Source: an optimization exercise on an open RTL-to-GDS flow (aim: small area, a short achievable clock period and few clock cycles per item). Production flows keep margins and buffers that such runs may drop. Only simulation tests tie the RTL to the original design; equivalence was not proved.

==> 11-05: inputs <==
Design formation_consensus_velocity, start of the top module:
module formation_consensus_velocity
#(
    parameter int NUM_AGENTS = 5
)(
    input  logic        clk,
    input  logic        rst_n,
    input  logic        start,
    output logic        busy,
    input  logic [2:0]  kind,
    input  logic [7:0]  agent_id,
    input  logic signed [31:0] pos_x,
    input  logic signed [31:0] pos_y,
    input  logic [2:0]  row_index,
    input  logic [2:0]  col_index,
    input  logic signed [31:0] table_word,
    output logic        done,
    output logic signed [31:0] velocity_x,
    output logic signed [31:0] velocity_y,
    output logic        id_known,
    output logic        localized,
    output logic        singular,
    input  logic        psel,
    input  logic        penable,
    input  logic        pwrite,
    input  logic [2:0]  paddr,
    input  logic [31:0] pwdata,
    output logic [31:0] prdata,
    output logic        pready
);
clock: 12.0 ns
lec_check: 0
abc_area: 1
cap_margin: 20
core_margin: 2
core_utilization: 40
place_density: 0.55
setup_slack_margin: 5
slew_margin: 20
run.sh (not shown) runs the stock make flow with config.mk's settings and CLKGATE_MAP_FILE= SYNTH_SCRIPT=/design/flow/synth_recipe.tcl, a recipe that flattens the netlist after the stock synthesis.
==> 11-21: changes against 11-05 <==
--- a/flow/design.v
+++ b/flow/design.v
@@ -2678,12 +2678,16 @@
     input  logic        num_neg,
     input  logic        num_ovf,
     input  logic [46:0] den_abs,
     input  logic [48:0] den_abs3,
     input  logic        den_neg,
+    input  logic        wq,
+    input  logic        wr,
+    input  logic [31:0] wdata,
     output logic        done,
     output logic [31:0] quo,
+    output logic [31:0] rem_lo,
     output logic        sat,
     output logic        neg
 );
     logic        run_reg;
     logic        done_reg;
@@ -2761,14 +2765,22 @@
         else if (run_reg)
         begin
             rem_reg <= rem_n;
             quo_reg <= {quo_reg[29:0], dig};
         end
+        else
+        begin
+            if (wq)
+                quo_reg <= wdata;
+            if (wr)
+                rem_reg[31:0] <= wdata;
+        end
     end
     assign done = done_reg;
     assign sat  = ovf_reg | quo_reg[31];
-    assign quo  = quo_reg;
+    assign quo    = quo_reg;
+    assign rem_lo = rem_reg[31:0];
     assign neg  = neg_reg;
 endmodule
 module fcv_add #(parameter int W = 48) (
     input  logic [W-1:0] a, b,
     input  logic         cin,
@@ -2893,10 +2905,12 @@
     localparam int AC_A11 = 2;
     localparam int AC_B00 = 3;
     localparam int AC_B01 = 4;
     localparam int AC_B10 = 5;
     localparam int AC_B11 = 6;
+    localparam int AC_T0  = 9;
+    localparam int AC_T1  = 10;
     localparam int AC_VX  = 7;
     localparam int AC_VY  = 8;
     localparam int AC_N   = 9;
     localparam logic [3:0] S_IDLE   = 4'd0;
     localparam logic [3:0] S_VX     = 4'd1;
@@ -2970,11 +2984,11 @@
     logic        m_v, x_v, y_v;
     tok_t        m_tok, x_tok, y_tok;
     logic [63:0] ps_reg, pc_reg;
     logic [63:0] prod_reg;
     logic [31:0] accin_reg;
-    logic [31:0] acc_reg [AC_N];
+    logic [31:0] acc_reg [AC_N];   
     logic [63:0] wide_reg;
     logic        done_reg;
     logic [2:0]  oflags_reg;
     logic        dq1_reg, dq2_reg;
     logic [3:0]  li1_reg, li2_reg;
@@ -3079,12 +3093,12 @@
             self_shy = self_shy | ({32{slot_oh[k]}} & shy_tab[k]);
             for (int r = 0; r < 5; r++)
                 rd_gain = rd_gain | ({32{slot_oh[r] & kk_oh[k]}} & gain_reg[r][k]);
         end
     end
-    assign sub_a_in = (state_reg == S_POS) ? acc_reg[AC_A00] : rd_px;
-    assign sub_b_in = (state_reg == S_POS) ? acc_reg[AC_A01] : rd_py;
+    assign sub_a_in = (state_reg == S_POS) ? wide_reg[31:0] : rd_px;
+    assign sub_b_in = (state_reg == S_POS) ? wide_reg[63:32] : rd_py;
     fcv_qsub u_qa (.a(cx_reg), .b(sub_a_in), .y(qa));
     fcv_qsub u_qb (.a(cy_reg), .b(sub_b_in), .y(qb));
     fcv_qsub u_qc (.a(self_shx), .b(rd_shx), .y(qc));
     fcv_qsub u_qd (.a(self_shy), .b(rd_shy), .y(qd));
     function automatic logic [6:0] bitlen64(input logic [63:0] v);
@@ -3100,10 +3114,14 @@
     logic [63:0] wide_negv;
     logic        c_wn;
     fcv_add #(64) u_wneg (.a(~wide_reg), .b(64'd0), .cin(1'b1), .s(wide_negv), .cout(c_wn));
     logic [3:0]  lane_done;
     logic [31:0] lane_quo [4];
+    logic [31:0] lane_rem [4];
+    logic [3:0]  lane_wq, lane_wr;
+    logic [31:0] acc_sum;
+    logic        lkill_reg;
     logic [3:0]  lane_sat, lane_neg;
     logic        nabs_ovf;
     logic [46:0] ovf_d;
     logic        c_ovf;
     logic [48:0] d3_sum;
@@ -3135,20 +3153,24 @@
         begin : g_lane
             fcv_div u_lane (
                 .clk(clk),
                 .rst_n(rst_n),
                 .clr(accept && kind == KIND_COMPUTE),
-                .init(li2_reg[gl]),
+                .init(li2_reg[gl] && !lkill_reg),
                 .num_sh(num_sh),
                 .cycles(lcyc),
                 .num_neg(nneg_reg),
                 .num_ovf(nabs_ovf),
                 .den_abs(dabs_reg),
                 .den_abs3(dabs3_reg),
                 .den_neg(dneg_reg),
                 .done(lane_done[gl]),
+                .wq(lane_wq[gl]),
+                .wr(lane_wr[gl]),
+                .wdata(acc_sum),
                 .quo(lane_quo[gl]),
+                .rem_lo(lane_rem[gl]),
                 .sat(lane_sat[gl]),
                 .neg(lane_neg[gl])
             );
         end
     endgenerate
@@ -3295,11 +3317,11 @@
                 else if (lane_done[tr_reg])
                 begin
                     iv       = 1'b1;
                     ia       = OP_TH;
                     ib       = tr_reg[1] ? OP_QD : OP_QC;
-                    it.dst   = tr_reg[0] ? 4'(AC_A01) : 4'(AC_A00);
+                    it.dst   = tr_reg[0] ? 4'(AC_T1) : 4'(AC_T0);
                     it.first = !tr_reg[1];
                     if (tr_reg == 2'd3)
                     begin
                         state_n = S_TW;
                     end
@@ -3522,10 +3544,12 @@
             dlen_reg <= bitlen47(nabs_reg[62:16]);
             dneg_reg <= nneg_reg;
             if (nabs_reg[62:16] == 47'd0)
                 sing_reg <= 1'b1;
         end
+        if (dq2_reg)
+            lkill_reg <= (nabs_reg[62:16] == 47'd0);
         dabs3_reg <= d3_sum;
         fg_reg  <= rd_gain;
         fqa_reg <= qa;
         fqb_reg <= qb;
         fqc_reg <= qc;
@@ -3540,17 +3564,17 @@
             OP_G:    opsel = fg_reg;
             OP_QA:   opsel = fqa_reg;
             OP_QB:   opsel = fqb_reg;
             OP_QC:   opsel = fqc_reg;
             OP_QD:   opsel = fqd_reg;
-            OP_A00:  opsel = acc_reg[AC_A00];
-            OP_A01:  opsel = acc_reg[AC_A01];
-            OP_A11:  opsel = acc_reg[AC_A11];
-            OP_B00:  opsel = acc_reg[AC_B00];
-            OP_B01:  opsel = acc_reg[AC_B01];
-            OP_B10:  opsel = acc_reg[AC_B10];
-            OP_B11:  opsel = acc_reg[AC_B11];
+            OP_A00:  opsel = lane_quo[2];
+            OP_A01:  opsel = lane_quo[1];
+            OP_A11:  opsel = lane_quo[0];
+            OP_B00:  opsel = lane_rem[0];
+            OP_B01:  opsel = lane_rem[2];
+            OP_B10:  opsel = lane_rem[1];
+            OP_B11:  opsel = lane_quo[3];
             OP_TH:   opsel = th;
             default: opsel = 32'd0;
         endcase
     endfunction
     always_ff @(posedge clk)
@@ -3588,36 +3612,65 @@
     fcv_add #(64) u_wide (.a(wide_in), .b(prod_reg ^ {64{y_tok.neg}}), .cin(y_tok.neg), .s(wide_sum), .cout(c_wide));
     always_ff @(posedge clk)
     begin
         if (y_v && !y_tok.q)
             wide_reg <= wide_sum;
+        else if (y_v && y_tok.q && !y_tok.clr && y_tok.dst == 4'(AC_T0))
+            wide_reg[31:0] <= acc_sum;
+        else if (y_v && y_tok.q && !y_tok.clr && y_tok.dst == 4'(AC_T1))
+            wide_reg[63:32] <= acc_sum;
     end
     logic [31:0] acc_rd;
     always_comb
     begin
-        acc_rd = '0;
-        for (int i = 0; i < AC_N; i++)
-            acc_rd = acc_rd | ({32{x_tok.dst == 4'(i)}} & acc_reg[i]);
+        unique case (x_tok.dst)
+            4'(AC_A00): acc_rd = lane_quo[2];
+            4'(AC_A01): acc_rd = lane_quo[1];
+            4'(AC_A11): acc_rd = lane_quo[0];
+            4'(AC_B00): acc_rd = lane_rem[0];
+            4'(AC_B01): acc_rd = lane_rem[2];
+            4'(AC_B10): acc_rd = lane_rem[1];
+            4'(AC_B11): acc_rd = lane_quo[3];
+            4'(AC_VX):  acc_rd = acc_reg[AC_VX];
+            4'(AC_VY):  acc_rd = acc_reg[AC_VY];
+            4'(AC_T0):  acc_rd = wide_reg[31:0];
+            default:    acc_rd = wide_reg[63:32];
+        endcase
     end
     logic [31:0] acc_in;
-    logic [31:0] acc_sum;
+    logic        acc_we;
     assign acc_in = accin_reg;
     fcv_qadd u_acc (.a(acc_in), .b(qscale(prod_reg)), .y(acc_sum));
+    assign acc_we = y_v && y_tok.q && !y_tok.clr;
+    always_comb
+    begin
+        lane_wq = '0;
+        lane_wr = '0;
+        lane_wq[2] = acc_we && (y_tok.dst == 4'(AC_A00));
+        lane_wq[1] = acc_we && (y_tok.dst == 4'(AC_A01));
+        lane_wq[0] = acc_we && (y_tok.dst == 4'(AC_A11));
+        lane_wr[0] = acc_we && (y_tok.dst == 4'(AC_B00));
+        lane_wr[2] = acc_we && (y_tok.dst == 4'(AC_B01));
+        lane_wr[1] = acc_we && (y_tok.dst == 4'(AC_B10));
+        lane_wq[3] = acc_we && (y_tok.dst == 4'(AC_B11));
+    end
     always_ff @(posedge clk)
     begin
         if (y_v)
         begin
             if (y_tok.clr)
             begin
                 acc_reg[AC_VX] <= 32'd0;
                 acc_reg[AC_VY] <= 32'd0;
             end
-            else if (y_tok.q)
+            else if (y_tok.q && y_tok.dst == 4'(AC_VX))
+            begin
+                acc_reg[AC_VX] <= acc_sum;
+            end
+            else if (y_tok.q && y_tok.dst == 4'(AC_VY))
             begin
-                for (int i = 0; i < AC_N; i++)
-                    if (y_tok.dst == 4'(i))
-                        acc_reg[i] <= acc_sum;
+                acc_reg[AC_VY] <= acc_sum;
             end
             if (y_tok.last)
                 oflags_reg <= y_tok.flags;
         end
     end
Settings changed: CORE_UTILIZATION 40 to 45, PLACE_DENSITY 0.55 to 0.6.
==> 11-07: changes against 11-05 <==
--- a/flow/design.v
+++ b/flow/design.v
@@ -2965,14 +2965,15 @@
     logic        f_v;
     logic [3:0]  f_asel, f_bsel;
     logic [1:0]  f_th;
     tok_t        f_tok;
     logic [31:0] a_reg, b_reg;
-    logic        m_v, x_v, y_v;
-    tok_t        m_tok, x_tok, y_tok;
+    logic        m_v, x_v, y_v, z_v;
+    tok_t        m_tok, x_tok, y_tok, z_tok;
     logic [63:0] ps_reg, pc_reg;
     logic [63:0] prod_reg;
+    logic [31:0] qv_reg;
     logic [31:0] accin_reg;
     logic [31:0] acc_reg [AC_N];
     logic [63:0] wide_reg;
     logic        done_reg;
     logic [2:0]  oflags_reg;
@@ -3303,11 +3304,11 @@
                     begin
                         state_n = S_TW;
                     end
                 end
             end
-            S_TW:    state_n = (lop_reg == 3'd3) ? S_POS : S_TW;
+            S_TW:    state_n = (lop_reg == 3'd4) ? S_POS : S_TW;
             S_POS:   state_n = S_VX;
             default: state_n = S_IDLE;
         endcase
         if (accept && kind == KIND_COMPUTE)
         begin
@@ -3328,10 +3329,11 @@
             pos_valid_reg <= '0;
             f_v           <= 1'b0;
             m_v           <= 1'b0;
             x_v           <= 1'b0;
             y_v           <= 1'b0;
+            z_v           <= 1'b0;
             done_reg      <= 1'b0;
             dq1_reg       <= 1'b0;
             dq2_reg       <= 1'b0;
             li1_reg       <= '0;
             li2_reg       <= '0;
@@ -3342,11 +3344,12 @@
             busy_reg  <= busy_n;
             f_v       <= iv;
             m_v       <= f_v;
             x_v       <= m_v;
             y_v       <= x_v;
-            done_reg  <= y_v && y_tok.last;
+            z_v       <= y_v;
+            done_reg  <= z_v && z_tok.last;
             dq1_reg   <= y_v && !y_tok.q && y_tok.dq;
             dq2_reg   <= dq1_reg;
             for (int r = 0; r < 4; r++)
                 li1_reg[r] <= y_v && !y_tok.q && y_tok.init && (y_tok.lane == 2'(r));
             li2_reg   <= li1_reg;
@@ -3575,52 +3578,54 @@
     logic [63:0] prod;
     logic        c_prod;
     fcv_add #(64) u_prod (.a(ps_reg), .b(pc_reg), .cin(1'b0), .s(prod), .cout(c_prod));
     always_ff @(posedge clk)
     begin
-        prod_reg  <= prod;
-        accin_reg <= x_tok.first ? 32'd0 : acc_rd;
-        y_tok     <= x_tok;
+        prod_reg <= prod;
+        y_tok    <= x_tok;
     end
     logic [63:0] wide_in;
     logic [63:0] wide_sum;
     logic        c_wide;
     assign wide_in = y_tok.load ? 64'd0 : wide_reg;
     fcv_add #(64) u_wide (.a(wide_in), .b(prod_reg ^ {64{y_tok.neg}}), .cin(y_tok.neg), .s(wide_sum), .cout(c_wide));
     always_ff @(posedge clk)
     begin
+        qv_reg    <= qscale(prod_reg);
+        accin_reg <= y_tok.first ? 32'd0 : acc_rd;
+        z_tok     <= y_tok;
         if (y_v && !y_tok.q)
             wide_reg <= wide_sum;
     end
     logic [31:0] acc_rd;
     always_comb
     begin
         acc_rd = '0;
         for (int i = 0; i < AC_N; i++)
-            acc_rd = acc_rd | ({32{x_tok.dst == 4'(i)}} & acc_reg[i]);
+            acc_rd = acc_rd | ({32{y_tok.dst == 4'(i)}} & acc_reg[i]);
     end
     logic [31:0] acc_in;
     logic [31:0] acc_sum;
     assign acc_in = accin_reg;
-    fcv_qadd u_acc (.a(acc_in), .b(qscale(prod_reg)), .y(acc_sum));
+    fcv_qadd u_acc (.a(acc_in), .b(qv_reg), .y(acc_sum));
     always_ff @(posedge clk)
     begin
-        if (y_v)
+        if (z_v)
         begin
-            if (y_tok.clr)
+            if (z_tok.clr)
             begin
                 acc_reg[AC_VX] <= 32'd0;
                 acc_reg[AC_VY] <= 32'd0;
             end
-            else if (y_tok.q)
+            else if (z_tok.q)
             begin
                 for (int i = 0; i < AC_N; i++)
-                    if (y_tok.dst == 4'(i))
+                    if (z_tok.dst == 4'(i))
                         acc_reg[i] <= acc_sum;
             end
-            if (y_tok.last)
-                oflags_reg <= y_tok.flags;
+            if (z_tok.last)
+                oflags_reg <= z_tok.flags;
         end
     end
     assign busy       = busy_reg;
     assign done       = done_reg;
     assign velocity_x = acc_reg[AC_VX];
==> results_dict.tcl <==
set metrics [dict create \
    status "no timing/DRC/antenna violations" \
    path_delay_family "simple AND/OR/NAND/NOR gates" \
    fin_crit_ns 6.73 \
    max_slew_margin 0.156 \
    multi_input_area_mm2 0.0910 \
    syn_avg_cell_area_um2 9.98 \
    worst_slack_ns 5.27 \
    post-route-period-util 0.561 \
]
[end of results for 11-07]
==> results_dict.tcl <==
set metrics [dict create \
    path_delay_family "simple AND/OR/NAND/NOR gates" \
    status "no timing/DRC/antenna violations" \
    worst_slack_ns 5.04 \
    post-route-period-util 0.580 \
    max_slew_margin 0.0658 \
    multi_input_area_mm2 0.0940 \
    syn_avg_cell_area_um2 9.67 \
]
[end of results for 11-21]
==> results_dict.tcl <==
set metrics [dict create \
    post-route-period-util 0.574 \
    syn_avg_cell_area_um2 9.87 \
    worst_slack_ns 5.12 \
    status "no timing/DRC/antenna violations" \
    multi_input_area_mm2 0.0919 \
]
[end of results for 11-05]
Testbench counts of 11-05, summed over its fixed seeds: cycles 12,693, items 864.
Testbench counts of 11-21, summed over its fixed seeds: cycles 12,693, items 864.
Testbench counts of 11-07, summed over its fixed seeds: cycles 12,917, items 864.

[separate check: timing with driven ports]
The flow's constraints put no driver on any port. The routed layouts listed below were extracted and timed again, unchanged, in two steps.
Step 1, drivers: a clkbuf_16 drives clk and a buf_2 each remaining input, both assumed.
Step 2, shift: input delay + t, output delay - t, t = (earliest + latest rising clock arrival at the registers) / 2. This alone moves slack from input paths to output paths.
Slacks: ideal ports / drivers / drivers and shift; pairs: ideal ports / drivers.
run	shift t [ns]	slack for setup (ns)	worst slew at a driven data input, ns
11-05	1.075	5.117 / 5.117 / 4.269	0.14
11-21	1.077	5.037 / 5.037 / 4.272	0.11
11-07	1.111	5.272 / 5.287 / 4.272	0.09
After both steps setup and hold are still met in every run listed. For 11-07, which loses most, drivers alone change the setup slack by +0.015 ns; drivers and shift together by -1.000 ns.
